Context: an optimization exercise on an open-source flow, tuned for small area, a short achievable clock period and few clock cycles per item. The choices shown serve that exercise and are no tape-out recipe. The RTL was checked by simulation tests, not by an equivalence proof against the original design. Power is estimated from default activity; no workload was simulated.

==> flow/design.v <==
package dcache_pkg;
    typedef union packed {
        logic [32/8-1:0][7:0] bytes;
        logic [32/16-1:0][15:0] halves;
    } line_word_u;
endpackage
`timescale 1ns/1ps
module dcache_ctrl (
    input logic clk,
    input logic rst_b,
    input logic req_valid,
    output logic req_ready,
    input logic req_we,
    input logic hit,
    input logic dirty,
    input logic [(32 - 6 - 2)-1:0] victim_tag,
    input logic [32-1:0] req_addr_q,
    output logic mem_req_valid,
    input logic mem_req_ready,
    output logic mem_we,
    output logic [32-1:0] mem_addr,
    input logic mem_rvalid,
    output logic resp_valid,
    input logic resp_ready,
    output logic resp_hit,
    output logic capture,
    output logic tag_update,
    output logic mark_dirty,
    output logic data_write,
    output logic data_from_mem,
    output logic resp_load
);
    localparam logic [2:0] S_IDLE = 3'd0;
    localparam logic [2:0] S_LOOKUP = 3'd1;
    localparam logic [2:0] S_WRITEBACK = 3'd2;
    localparam logic [2:0] S_REFILL = 3'd3;
    localparam logic [2:0] S_UPDATE = 3'd4;
    localparam logic [2:0] S_RESPOND = 3'd5;
    logic [2:0] state_q;
    logic [2:0] state_d;
    logic rd_pending_q;
    logic hit_q;
    logic [6-1:0] index;
    logic [(32 - 6 - 2)-1:0] req_tag;
    assign index = req_addr_q[2 +: 6];
    assign req_tag = req_addr_q[32-1 -: (32 - 6 - 2)];
    assign req_ready = (state_q == S_IDLE);
    assign capture = req_valid && req_ready;
    assign resp_valid = (state_q == S_RESPOND);
    assign resp_hit = hit_q;
    assign mem_req_valid = (state_q == S_WRITEBACK) || ((state_q == S_REFILL) && !rd_pending_q);
    assign mem_we = (state_q == S_WRITEBACK);
    assign mem_addr = {(mem_we ? victim_tag : req_tag), index, {2{1'b0}}};
    assign data_from_mem = (state_q == S_REFILL) && rd_pending_q && mem_rvalid;
    assign tag_update = data_from_mem;
    assign data_write = (state_q == S_UPDATE) && req_we;
    assign mark_dirty = data_write;
    assign resp_load = (state_q == S_UPDATE);
    always_comb begin
        state_d = state_q;
        case (state_q)
            S_IDLE: begin
                if (capture) begin
                    state_d = S_LOOKUP;
                end
            end
            S_LOOKUP: begin
                if (hit) begin
                    state_d = S_UPDATE;
                end else if (dirty) begin
                    state_d = S_WRITEBACK;
                end else begin
                    state_d = S_REFILL;
                end
            end
            S_WRITEBACK: begin
                if (mem_req_ready) begin
                    state_d = S_REFILL;
                end
            end
            S_REFILL: begin
                if (data_from_mem) begin
                    state_d = S_UPDATE;
                end
            end
            S_UPDATE: state_d = S_RESPOND;
            S_RESPOND: begin
                if (resp_ready) begin
                    state_d = S_IDLE;
                end
            end
            default: state_d = S_IDLE;
        endcase
    end
    always_ff @(posedge clk or negedge rst_b) begin
        if (!rst_b) begin
            state_q <= S_IDLE;
            rd_pending_q <= 1'b0;
            hit_q <= 1'b0;
        end else begin
            state_q <= state_d;
            if (state_q == S_LOOKUP) begin
                hit_q <= hit;
            end
            if ((state_q == S_REFILL) && mem_req_valid && mem_req_ready) begin
                rd_pending_q <= 1'b1;
            end else if (data_from_mem) begin
                rd_pending_q <= 1'b0;
            end
        end
    end
endmodule
`timescale 1ns/1ps
module dcache_tags (
    input logic clk,
    input logic rst_b,
    input logic [32-1:0] req_addr_q,
    input logic tag_update,
    input logic mark_dirty,
    output logic hit,
    output logic dirty,
    output logic [(32 - 6 - 2)-1:0] victim_tag
);
    localparam int LINES = 1 << 6;
    logic [LINES-1:0] valid_q;
    logic [LINES-1:0] dirty_q;
    logic [(32 - 6 - 2)-1:0] tag_q [LINES];
    logic [6-1:0] index;
    logic [(32 - 6 - 2)-1:0] req_tag;
    assign index = req_addr_q[2 +: 6];
    assign req_tag = req_addr_q[32-1 -: (32 - 6 - 2)];
    assign victim_tag = tag_q[index];
    assign hit = valid_q[index] && (tag_q[index] == req_tag);
    assign dirty = valid_q[index] && dirty_q[index];
    always_ff @(posedge clk or negedge rst_b) begin
        if (!rst_b) begin
            valid_q <= '0;
            dirty_q <= '0;
        end else begin
            if (tag_update) begin
                valid_q[index] <= 1'b1;
                dirty_q[index] <= 1'b0;
            end
            if (mark_dirty) begin
                dirty_q[index] <= 1'b1;
            end
        end
    end
    always_ff @(posedge clk) begin
        if (tag_update) begin
            tag_q[index] <= req_tag;
        end
    end
endmodule
`timescale 1ns/1ps
module dcache_data
(
    input logic clk,
    input logic [2:0] req_funct3_q,
    input logic [32-1:0] req_addr_q,
    input dcache_pkg::line_word_u req_wdata_q,
    input dcache_pkg::line_word_u mem_rdata,
    input logic data_write,
    input logic data_from_mem,
    output dcache_pkg::line_word_u line_word
);
    localparam int LINES = 1 << 6;
    logic [32-1:0] data_q [LINES];
    dcache_pkg::line_word_u merged;
    logic [6-1:0] index;
    logic [2-1:0] offset;
    assign index = req_addr_q[2 +: 6];
    assign offset = req_addr_q[2-1:0];
    assign line_word = data_q[index];
    always_comb begin
        merged = line_word;
        case (req_funct3_q)
            3'd0: begin
                merged.bytes[offset] = req_wdata_q.bytes[0];
            end
            3'd1: begin
                merged.halves[offset[1]] = req_wdata_q.halves[0];
            end
            3'd2: begin
                merged = req_wdata_q;
            end
            default: begin
                merged = line_word;
            end
        endcase
    end
    always_ff @(posedge clk) begin
        if (data_from_mem) begin
            data_q[index] <= mem_rdata;
        end else if (data_write) begin
            data_q[index] <= merged;
        end
    end
endmodule
`timescale 1ns/1ps
module load_extend
(
    input dcache_pkg::line_word_u line_word,
    input logic [2:0] req_funct3_q,
    input logic [2-1:0] offset,
    output logic [32-1:0] load_data
);
    logic [7:0] sel_byte;
    logic [15:0] sel_half;
    assign sel_byte = line_word.bytes[offset];
    assign sel_half = line_word.halves[offset[1]];
    always_comb begin
        case (req_funct3_q)
            3'd0: begin
                load_data = {{(32-8){sel_byte[7]}}, sel_byte};
            end
            3'd1: begin
                load_data = {{(32-16){sel_half[15]}}, sel_half};
            end
            3'd2: begin
                load_data = line_word;
            end
            3'd4: begin
                load_data = {{(32-8){1'b0}}, sel_byte};
            end
            3'd5: begin
                load_data = {{(32-16){1'b0}}, sel_half};
            end
            default: begin
                load_data = '0;
            end
        endcase
    end
endmodule
`timescale 1ns/1ps
module dcache_top
(
    input logic clk,
    input logic rst_b,
    input logic req_valid,
    output logic req_ready,
    input logic req_we,
    input logic [2:0] req_funct3,
    input logic [32-1:0] req_addr,
    input logic [32-1:0] req_wdata,
    output logic resp_valid,
    input logic resp_ready,
    output logic [32-1:0] resp_rdata,
    output logic resp_hit,
    output logic mem_req_valid,
    input logic mem_req_ready,
    output logic mem_we,
    output logic [32-1:0] mem_addr,
    output logic [32-1:0] mem_wdata,
    input logic [32-1:0] mem_rdata,
    input logic mem_rvalid
);
    logic capture;
    logic tag_update;
    logic mark_dirty;
    logic data_write;
    logic data_from_mem;
    logic resp_load;
    logic hit;
    logic dirty;
    logic [(32 - 6 - 2)-1:0] victim_tag;
    logic req_we_q;
    logic [2:0] req_funct3_q;
    logic [32-1:0] req_addr_q;
    dcache_pkg::line_word_u req_wdata_q;
    dcache_pkg::line_word_u line_word;
    logic [32-1:0] load_data;
    always_ff @(posedge clk) begin
        if (capture) begin
            req_we_q <= req_we;
            req_funct3_q <= req_funct3;
            req_addr_q <= req_addr;
            req_wdata_q <= req_wdata;
        end
    end
    always_ff @(posedge clk) begin
        if (resp_load) begin
            resp_rdata <= req_we_q ? '0 : load_data;
        end
    end
    assign mem_wdata = line_word;
    dcache_ctrl u_ctrl (
        .clk(clk),
        .rst_b(rst_b),
        .req_valid(req_valid),
        .req_ready(req_ready),
        .req_we(req_we_q),
        .hit(hit),
        .dirty(dirty),
        .victim_tag(victim_tag),
        .req_addr_q(req_addr_q),
        .mem_req_valid(mem_req_valid),
        .mem_req_ready(mem_req_ready),
        .mem_we(mem_we),
        .mem_addr(mem_addr),
        .mem_rvalid(mem_rvalid),
        .resp_valid(resp_valid),
        .resp_ready(resp_ready),
        .resp_hit(resp_hit),
        .capture(capture),
        .tag_update(tag_update),
        .mark_dirty(mark_dirty),
        .data_write(data_write),
        .data_from_mem(data_from_mem),
        .resp_load(resp_load)
    );
    dcache_tags u_tags (
        .clk(clk),
        .rst_b(rst_b),
        .req_addr_q(req_addr_q),
        .tag_update(tag_update),
        .mark_dirty(mark_dirty),
        .hit(hit),
        .dirty(dirty),
        .victim_tag(victim_tag)
    );
    dcache_data u_data (
        .clk(clk),
        .req_funct3_q(req_funct3_q),
        .req_addr_q(req_addr_q),
        .req_wdata_q(req_wdata_q),
        .mem_rdata(mem_rdata),
        .data_write(data_write),
        .data_from_mem(data_from_mem),
        .line_word(line_word)
    );
    load_extend u_load_extend (
        .line_word(line_word),
        .req_funct3_q(req_funct3_q),
        .offset(req_addr_q[2-1:0]),
        .load_data(load_data)
    );
endmodule
==> flow/run.sh <==
#!/bin/bash
# synth_recipe.tcl (not shown) runs the flow's synth.tcl, then flattens the netlist and writes it again
# the make line also repeats each setting of config.mk as NAME=value (left out here)
make -C /OpenROAD-flow-scripts/flow DESIGN_CONFIG=/design/flow/config.mk WORK_HOME=/design/flow/orfs CLKGATE_MAP_FILE= SYNTH_SCRIPT=/design/flow/synth_recipe.tcl finish
==> flow/config.mk <==
export PLATFORM = sky130hd
export DESIGN_NAME = dcache_top
export DESIGN_NICKNAME = dcache_top
export VERILOG_FILES = /design/flow/design.v
export SDC_FILE = /design/flow/constraint.sdc
export NUM_CORES = 4
export LEC_CHECK = 0
export CAP_MARGIN = 20
export CORE_MARGIN = 2
export CORE_UTILIZATION = 40
export SLEW_MARGIN = 20
==> flow/constraint.sdc <==
create_clock -name core_clock -period 8.0 [get_ports {clk}]
set_input_delay 1.6000 -clock core_clock [delete_from_list [all_inputs] [get_ports {clk}]]
set_output_delay 1.6000 -clock core_clock [all_outputs]
set_load 0.01 [all_outputs]
==> metrics.cfg <==
[synthesis]
async_reset_ff_frac=0.0348
synth_top_area_frac=0.739
synth_warnings=5
synth_largest_area_cell=edfxtp_1
synth_cell_type_count=89
synthCells=7004
synth_seq_cells=3823
ys_seq_area_frac=0.762
netlist_top_cells_area=edfxtp_1 74%, mux4_2 14%, dfrtp_1 2.2%
synth_edf_count=3684
netlist_area_um2=150000
dominantRegCellSynth=edfxtp_1
synth_area_per_cell_um2=21.4

[power_and_ir_drop]
combPwrFrac=0.227
switchingPower_mw=15.3
pwr_density_cell_nw_per_um2=306
p_sw_frac=0.289
p_seq_frac=0.437
finalPower_mw=52.9
cell_internal_pwr_mw=37.6
clockPowerShare=0.337
peakVddDrop_mv=0.236
p_leak_nw=54.1

[finish]
syn2layout_area_growth_pct=15.2
regArea_um2=114000
nNetsFinal=7627
multi_input_area_um2=34500
drive_gt1_frac=0.262
n_fill_cell=30534

[sta]
relSlewSlack=0.127
tightest_slew_ns=1.30
finalSetupViolations=0
setup_slack_ns=0.582
rsz0062_at_grt=false
period_needed_ns=7.42
period_share=0.927
fin_setup_tns_ns=0
max_freq_ghz=0.135
hold_viol=0
clock_skew_ns=0.0967
slew_viol_final=0

[placed_design]
io_buffers=204
dpl_worst_slack_ns=1.68
place.gp.congestion=0.918
dp_hpwl_um=257000

[floorplanning]
initial_core_util=0.402
dieArea_um2=379000
die_w_um=616
num_rows=224
core-area_um2=372000
ios=207
fp.dieH_um=616

[setup_path]
crit_end=mem_addr[21]
ff2ff_setup_slack_ns=1.80
crit_cells=8
slowest_stage=buf_4
worst_ep_required_time_ns=6.40
crit_path_frequent_cell=o21ai_0
crit_arrival_ns=5.82
timing_worst_setup_path_type=reg -> out
end_kind=output pin
crit_family=compound AO/OA/AOI/OAI gates
timing.rr.end=u_ctrl.state_q[0]
start_kind=flop
path_buf_inv=2
max_stage_delay_ns=0.78
reg2reg_depth=13
path_cells=buf_4 -> mux4_2 -> mux2_2 -> o21ai_0 -> o21ai_1 -> o221ai_1 -> o21ai_0 -> clkdlybuf4s50_1
worstPathMaxFanout=57

[clock_tree]
htree_num_levels=5
clockBufferDepth=4
cts_resized=0
clkTransAtPathRegs_ns=0.06
cts_buffers=390
cts_num_sinks=3823
cts_tree=done
cts.hold.buffers_added=0
insertion_delay_ns=0.98
cts_root_buf=clkbuf_16
post-cts-setup-buffers=0

[detailed_routing]
drc=0
first_iter_violations=11135
final_antenna_net_count=0
vias=77862
routed_wl_um=436000
firstDrtPassIters=6
routedWlPerCell_um=34.0
avgViaCountPerCell=6.08

[grt]
antenna_found_initial=21
grt_pass1_wl_um=607000
grt_pass1_vias=77293
gr-total-overflow=0
groute.usage.overall=0.226
grt_max_degree=107

[status]
status=no timing/DRC/antenna violations

[hold_path]
hold_path_class=reg -> reg

[flow_run]
maxCapViolations=0

flip-flops by register name (all words and copies together) (netlist names), 3 cells and up, named ones only:
name and count:
req_wdata_q 32, resp_rdata 32, req_addr_q 32, req_funct3_q 3
u_tags.tag_q 1536, u_data.data_q 2048, u_tags.valid_q 64, u_ctrl.state_q 3
worst reg2reg max path, stage by stage, from the launching register on:
cell       delay (ns)
dfxtp_4          0.65
buf_12           0.45
buf_4            0.63
mux4_2           0.57
mux2i_1          0.76
o22ai_1          0.24
o21ai_0          0.34
a2111oi_0        0.23
buf_4            0.24
xnor2_1          0.19
o2111ai_1        0.17
or4_1            0.49
or4_1            0.65
a221o_1          0.40
placed cells by master (no fill, tap or decap), types with 32 or more instances in the layout:
cell type and n:
a221oi_1 40, clkbuf_1 84, nand3_1 64, buf_4 281, clkbuf_16 395, dfrtp_1 133
nor2_1 99, mux4_1 39, clkdlybuf4s50_1 203, a21oi_1 77, o21ai_0 192, bufinv_16 33
buf_12 32, clkinv_2 60, mux4_2 932, mux2_2 38, mux2i_1 202, nand2_1 235
a22oi_1 131, nor3_1 35, edfxtp_1 3684, o21bai_1 70, nor2_4 110, clkinv_1 96
stage by stage:
stage,utilization,std cells,hold WS (ns),cell area (µm²)
after floorplan,-,7005,0.434,150000
after global placement,0.428,12062,0.450,159000
after detailed placement,0.429,12082,0.454,160000
after CTS,0.462,12787,0.474,172000
after global routing,0.463,12798,0.487,172000
final,0.463,12806,0.471,173000
worst min path at each step:
stage	from	end	slack, ns	cells after the start
final	u_tags.valid_q[24]	u_tags.valid_q[24]	0.47	1
after global routing	u_tags.valid_q[50]	u_tags.valid_q[50]	0.49	1
after CTS	u_tags.valid_q[10]	u_tags.valid_q[10]	0.47	1
after detailed placement	u_tags.valid_q[10]	u_tags.valid_q[10]	0.45	1
after global placement	u_tags.valid_q[32]	u_tags.valid_q[32]	0.45	1
after floorplan	u_tags.valid_q[10]	u_tags.valid_q[10]	0.43	1
metal layers:
layer | track usage | part of all wire | vias to the layer above
met2 | 0.351 | 0.46 | 4292
met5 | 0 | 0.000023 | -
li1 | - | - | 30505
met4 | 0.0670 | 0.032 | 2
met1 | 0.329 | 0.41 | 42401
met3 | 0.0382 | 0.091 | 662
area by class of cell:
cell class,count,share of cell area
multi-input combinational,2739,0.200
antenna,9,0.000131
clock buffer,482,0.0594
clock inverter,223,0.0121
timing repair buffer,534,0.0302
sequential,3823,0.661
tap,4972,0.0361
inverter,24,0.000587
synthesized netlist by cell type, types with 12 or more instances:
| cell | n |
|---|---|
| a21o_1 | 19 |
| a21oi_1 | 88 |
| a221o_1 | 17 |
| a221oi_1 | 40 |
| a22o_1 | 27 |
| a22oi_1 | 131 |
| a31oi_1 | 30 |
| and3_1 | 19 |
| buf_1 | 31 |
| buf_2 | 86 |
| buf_4 | 55 |
| buf_6 | 24 |
| clkbuf_1 | 206 |
| dfrtp_1 | 133 |
| edfxtp_1 | 3684 |
| inv_1 | 19 |
| mux2_2 | 38 |
| mux2i_1 | 202 |
| mux4_1 | 39 |
| mux4_2 | 932 |
| nand2_1 | 239 |
| nand2b_1 | 31 |
| nand3_1 | 64 |
| nor2_1 | 237 |
| nor2b_1 | 23 |
| nor3_1 | 37 |
| o211ai_1 | 22 |
| o21ai_0 | 205 |
| o21bai_1 | 70 |
| o22ai_1 | 28 |
| or2_2 | 12 |
| xnor2_1 | 14 |
power groups by stage:
| stage | combinational, mW | sequential, mW | clock, mW |
|---|---|---|---|
| 2_1_floorplan | 7.12 | 23.5 | 0 |
| 3_3_place_gp | 11.8 | 23.5 | 0 |
| 3_5_place_dp | 11.9 | 23.5 | 0 |
| 4_1_cts | 12.0 | 23.1 | 18.0 |
| 5_1_grt | 12.4 | 23.1 | 18.8 |
| 6_report | 12.0 | 23.1 | 17.8 |
kinds of logic after synthesis:
logic type	after synthesis	share of synthesized area
AOI/OAI and AO/OA	762	0.0344
xor gates and xnor gates	21	0.00123
adders and majority gates	9	0.000752
buffers and inverters	443	0.0160
DFF	3823	0.762
muxes	1211	0.163
other	1	0.0000250
and+or+nand+nor	734	0.0225
Testbench counts, summed over its fixed seeds: cycles 61,419, items 12,000.

-- separate check: timing with driven ports --
In the flow no input, the clock included, has a driving cell. The finished layout below was timed again as built, in two steps. Step 1 (the two cells are an assumption about what drives the block):
set clk [get_ports {clk}]
set_driving_cell -lib_cell sky130_fd_sc_hd__clkbuf_16 $clk
set_driving_cell -lib_cell sky130_fd_sc_hd__buf_2 [delete_from_list [all_inputs] $clk]
Step 2 also shifts input and output timing later by t, the mid clock arrival at the registers, as if the neighbouring blocks saw the same clock. Slacks: ideal ports / drivers / drivers and shift; pairs: ideal ports / drivers.
t, ns: 1.035
slack for setup (ns): 0.582 / 0.476 / 1.511
hold slack, ns: 0.471 / 0.471 / 0.471
worst data-port slew with drivers (ns): 0.18
cell pins on the clock port's net: 1
After both steps setup and hold are still met in this run. For this run, drivers alone change the setup slack by -0.106 ns; drivers and shift together by +0.929 ns.
